Background: an optimization exercise with open tools, aiming at small area, a short achievable clock period and few clock cycles per item. Do not read the settings as production practice.
Power is estimated from default activity; no workload was simulated.

Setup of rev 12:
==> flow/design.v <==
package pdec_pkg;
  localparam int num_path = 8;
  localparam int num_k    = 164;
  localparam int num_dcrc = 3;
endpackage
`timescale 1ns/1ps
module pdec_cand_bits (
  input  logic [127:0] bit_val,
  input  logic [2:0]   m,
  output logic [31:0]  cand_bit
);
  always_comb begin
    for (int c = 0; c < 32; c++)
      cand_bit[c] = bit_val[4*c+3] ^ (^(bit_val[4*c +: 3] & m));
  end
endmodule
module pdec_bsel (
  input  logic [31:0] d,
  input  logic [4:0]  s,
  output logic        y
);
  logic [3:0] lo;
  logic [7:0] hi;
  logic [7:0] grp;
  always_comb begin
    for (int k = 0; k < 4; k++) lo[k] = (s[1:0] == 2'(k));
    for (int k = 0; k < 8; k++) hi[k] = (s[4:2] == 3'(k));
    for (int g = 0; g < 8; g++) grp[g] = |(d[4*g +: 4] & lo);
    y = |(grp & hi);
  end
endmodule
module pdec_wpath #(
  parameter int I = 0
) (
  input  logic       leaf_mode,
  input  logic [2:0] jump_type,
  input  logic       busy,        
  input  logic       wfirst,      
  input  logic       fork_en,     
  input  logic       bit_q,       
  input  logic [4:0] pm,
  output logic [3:0] wdata,
  output logic       dec_bit,
  output logic [7:0] src_sel      
);
  logic       is_rep, take_pm, use_parent;
  logic [2:0] parent;
  assign is_rep     = (jump_type == 3'd1);
  assign take_pm    = ~busy & (~leaf_mode | is_rep);
  assign use_parent = ~busy | wfirst;
  assign parent     = is_rep ? pm[3:1] : pm[4:2];
  assign dec_bit    = (busy & bit_q) | (take_pm & pm[0]);
  assign wdata      = {dec_bit, use_parent ? parent : 3'(I)};
  always_comb begin
    for (int e = 0; e < 8; e++)
      src_sel[e] = fork_en ? (parent == 3'(e)) : (e == I);
  end
endmodule
`timescale 1ns/1ps
module pdec_sel8x6 (
  input  logic [47:0] d,
  input  logic [7:0]  s,
  output logic [5:0]  y
);
  always_comb begin
    y = '0;
    for (int k = 0; k < 8; k++) y = y | (d[6*k +: 6] & {6{s[k]}});
  end
endmodule
module pdec_aoi222 (
  input  logic [2:0] d,
  input  logic [2:0] s,
  output logic       yn
);
  assign yn = ~|(d & s);
endmodule
module pdec_info_mux (
  input  logic [491:0] d,
  input  logic [7:0]   c,
  output logic [2:0]   y
);
  localparam int NG = 55;    
  logic [3*NG-1:0] oh;       
  always_comb begin
    for (int e = 0; e < 3*NG; e++) oh[e] = (e < 164) && (c == 8'(e + 255));
  end
  for (genvar j = 0; j < 3; j++) begin : g_bit
    logic [NG-1:0] yn;
    for (genvar g = 0; g < NG; g++) begin : g_grp
      if (3*g + 2 < 164) begin : g_full
        pdec_aoi222 u (.d({d[3*(3*g+2)+j], d[3*(3*g+1)+j], d[3*(3*g)+j]}),
                       .s(oh[3*g +: 3]), .yn(yn[g]));
      end else begin : g_part
        assign yn[g] = ~((d[3*(3*g+1)+j] & oh[3*g+1]) | (d[3*(3*g)+j] & oh[3*g]));
      end
    end
    assign y[j] = ~&yn;
  end
endmodule
`timescale 1ns/1ps
module pdec_updt_top (
  input  logic         clk,
  input  logic         rst_n,
  input  logic         cfg_leaf_mode,
  input  logic [2:0]   cfg_jump_type,
  input  logic [1:0]   cfg_dcrc_num,
  input  logic         cfg_dcrc_mode,
  input  logic [2:0]   cfg_dcrc_ini,
  input  logic [23:0]  cfg_dcrc_idx,
  input  logic         dec_start,
  input  logic         upd_valid,
  input  logic [7:0]   srvl_bmp,
  input  logic [39:0]  pm_idx,
  input  logic [127:0] bit_val,
  input  logic [491:0] dcrc_info,
  output logic         upd_ready,
  output logic         upd_done,
  output logic [7:0]   list_wen,
  output logic [7:0]   list_waddr,
  output logic [31:0]  list_wdata,
  output logic [15:0]  path_stat,
  output logic         early_term
);
  localparam int NP = pdec_pkg::num_path;
  localparam logic [1:0] ST_CK  = 2'd0;
  localparam logic [1:0] ST_VAL = 2'd1;
  localparam logic [1:0] ST_INV = 2'd3;
  logic          busy_q;         
  logic [1:0]    wstep_q;        
  logic [7:0]    cnt_q;          
  logic [NP-1:0] bit_q;          
  logic [2:0]    mask_q;         
  logic [2:0]    info_q;         
  logic [2:0]    chk_q;          
  logic [2:0]    par_q  [NP];
  logic [1:0]    stat_q [NP];
  logic       accept, multi, fork_en, step_en, last;
  logic [1:0] last_idx;
  assign accept  = upd_valid & ~busy_q;
  assign multi   = cfg_leaf_mode & (cfg_jump_type[2] ^ cfg_jump_type[1]);   
  assign fork_en = accept;
  assign step_en = busy_q | (upd_valid & ~multi);
  always_comb begin
    case (cfg_jump_type)
      3'd2, 3'd3: last_idx = 2'd1;
      3'd4:       last_idx = 2'd2;
      default:    last_idx = 2'd3;
    endcase
  end
  assign last = (wstep_q == last_idx);
  always_ff @(posedge clk or negedge rst_n) begin
    if (!rst_n)                 busy_q <= 1'b0;
    else if (accept && multi)   busy_q <= 1'b1;
    else if (busy_q && last)    busy_q <= 1'b0;
  end
  always_ff @(posedge clk or negedge rst_n) begin
    if (!rst_n)      wstep_q <= 2'd0;
    else if (busy_q) wstep_q <= wstep_q + 2'd1;
    else             wstep_q <= 2'd0;
  end
  always_ff @(posedge clk) begin
    if (dec_start)      cnt_q <= 8'd0;
    else if (step_en)   cnt_q <= cnt_q + 8'd1;
  end
  assign upd_ready = ~busy_q;
  assign upd_done  = busy_q ? last : (upd_valid & ~multi);
  logic [2:0]    mask0, mask, mask_nxt;
  logic [1:0]    nstep;           
  logic [31:0]   cand_bit;
  logic [NP-1:0] cand_sel;
  always_comb begin
    case (cfg_jump_type)
      3'd3:    mask0 = 3'b100;
      3'd5:    mask0 = 3'b111;
      default: mask0 = 3'b010;
    endcase
  end
  assign nstep = busy_q ? wstep_q + 2'd2 : 2'd1;
  always_comb begin
    mask_nxt = 3'b000;
    case (cfg_jump_type)
      3'd4: if (nstep == 2'd1) mask_nxt = 3'b100;
      3'd5: if (nstep == 2'd1) mask_nxt = 3'b010;
            else if (nstep == 2'd2) mask_nxt = 3'b100;
      default: mask_nxt = 3'b000;
    endcase
  end
  always_ff @(posedge clk) mask_q <= mask_nxt;
  assign mask = busy_q ? mask_q : mask0;
  pdec_cand_bits u_cand (.bit_val(bit_val), .m(mask), .cand_bit(cand_bit));
  for (genvar i = 0; i < NP; i++) begin : g_bsel
    pdec_bsel u_bsel (.d(cand_bit), .s(pm_idx[5*i +: 5]), .y(cand_sel[i]));
  end
  always_ff @(posedge clk) bit_q <= cand_sel;
  logic [NP-1:0] dec_bit;
  logic [7:0]    src_sel [NP];
  for (genvar i = 0; i < NP; i++) begin : g_wpath
    pdec_wpath #(.I(i)) u_wpath (
      .leaf_mode (cfg_leaf_mode),
      .jump_type (cfg_jump_type),
      .busy      (busy_q),
      .wfirst    (wstep_q == 2'd0),
      .fork_en   (fork_en),
      .bit_q     (bit_q[i]),
      .pm        (pm_idx[5*i +: 5]),
      .wdata     (list_wdata[4*i +: 4]),
      .dec_bit   (dec_bit[i]),
      .src_sel   (src_sel[i])
    );
  end
  assign list_wen   = step_en ? srvl_bmp : 8'd0;
  assign list_waddr = cnt_q;
  logic [2:0] num_mask, info_p1, chk_nxt;
  logic [7:0] pos_nxt;
  assign pos_nxt = cnt_q + 8'd1;
  always_comb begin
    for (int j = 0; j < 3; j++) begin
      num_mask[j] = (j < cfg_dcrc_num);
      chk_nxt[j]  = num_mask[j] & ((dec_start ? 8'd0 : pos_nxt) == cfg_dcrc_idx[8*j +: 8]);
    end
  end
  pdec_info_mux u_info (.d(dcrc_info), .c(cnt_q), .y(info_p1));
  always_ff @(posedge clk) begin
    if (dec_start || step_en) begin
      info_q <= (dec_start ? dcrc_info[2:0] : info_p1) & num_mask;
      chk_q  <= chk_nxt;
    end
  end
  logic [47:0] entry;
  logic [5:0]  src [NP];
  always_comb begin
    for (int k = 0; k < NP; k++)
      entry[6*k +: 6] = {stat_q[k][0],
                         |(chk_q & (par_q[k] ^ info_q)),
                         |(chk_q & par_q[k]),
                         par_q[k]};
  end
  for (genvar i = 0; i < NP; i++) begin : g_path
    logic       fail;
    logic [1:0] stat_src;
    pdec_sel8x6 u_src (.d(entry), .s(src_sel[i]), .y(src[i]));
    assign fail     = step_en & (dec_bit[i] ? src[i][4] : src[i][3]);
    assign stat_src = {~fork_en & stat_q[i][1], src[i][5]};
    always_ff @(posedge clk) begin
      if (dec_start) begin
        par_q[i] <= cfg_dcrc_ini;
      end else if ((fork_en || step_en) && srvl_bmp[i]) begin
        par_q[i] <= src[i][2:0] ^ (info_q & {3{dec_bit[i]}});
      end
    end
    always_ff @(posedge clk or negedge rst_n) begin
      if (!rst_n) begin
        stat_q[i] <= ST_INV;
      end else if (dec_start) begin
        stat_q[i] <= (i == 0) ? ST_VAL : ST_INV;
      end else if (fork_en || step_en) begin
        if (!srvl_bmp[i])   stat_q[i] <= ST_INV;
        else if (fail)      stat_q[i] <= cfg_dcrc_mode ? ST_CK : ST_INV;
        else                stat_q[i] <= stat_src;
      end
    end
    assign path_stat[2*i +: 2] = stat_q[i];
  end
  logic all_inv, any_val;
  always_comb begin
    all_inv = 1'b1;
    any_val = 1'b0;
    for (int p = 0; p < NP; p++) begin
      all_inv = all_inv & (stat_q[p] == ST_INV);
      any_val = any_val | (stat_q[p] == ST_VAL);
    end
  end
  assign early_term = cfg_dcrc_mode ? ~any_val : all_inv;
endmodule
Settings: LEC_CHECK=0, CAP_MARGIN=20, CORE_AREA=5 5 265 265, DIE_AREA=0 0 270 270, SETUP_SLACK_MARGIN=1.5, SLEW_MARGIN=20, SYNTH_HIERARCHICAL=1; clock period 5.0 ns.
standard.sh (not shown) runs the stock make flow with config.mk's settings and CLKGATE_MAP_FILE= SYNTH_SCRIPT=/design/flow/synth_recipe.tcl, a recipe that flattens the netlist after the stock synthesis.
==> flow/flow/run.sh <==
#!/bin/bash
# Standard ORFS layout; the port buffers are the small sky130 buf_1
# instead of the delay buffer buffer_ports picks by default.
set -euo pipefail
bash standard.sh BUFFER_PORTS_ARGS="-buffer_cell sky130_fd_sc_hd__buf_1" finish > standard_flow.log 2>&1
For rev 13, these inputs were changed with respect to rev 12:
Settings: PLACE_DENSITY newly set to 0.8; SETUP_SLACK_MARGIN changed from 1.5 to 1.7.
--- outcome ---
Looking at part of the total power dissipated in combinational logic, rev 13 sits 3.1 points above rev 12. Compared with rev 12, rev 13 shows a higher wire length on met1. [rev 13] fraction of final layout cells sized beyond drive strength 1 rose 5.5 points relative to rev 12.
No run of this note included a check of the RTL's function; only the layout flow was run.

afterwards: timing with drivers on the ports:
No port has a modelled driver above. Below, the same layouts with a new extraction and two added sets of constraints. Step 1: set_driving_cell puts a clkbuf_16 on clk and a buf_2 on each other input, an assumption about the parent block. Step 2 times the ports against the registers' clock, not the clock port: input delays grow and output delays shrink by t, the midpoint of the rising clock arrivals with the driver on. Three values: ideal ports, drivers, drivers and shift; two values: the first two.
run	shift t [ns]	setup slack, ns	worst setup path after step 2	worst data-port slew with drivers (ns)	pins driven straight from the clock port
rev 12	0.424	1.485 / 1.458 / 1.220	input to register	0.25	1
rev 13	0.430	1.487 / 1.429 / 1.147	input to register	0.25	1
After both steps every run listed still meets setup and hold. The setup slack of rev 13, which loses most, moves by -0.058 ns with the drivers and by -0.340 ns with both steps.
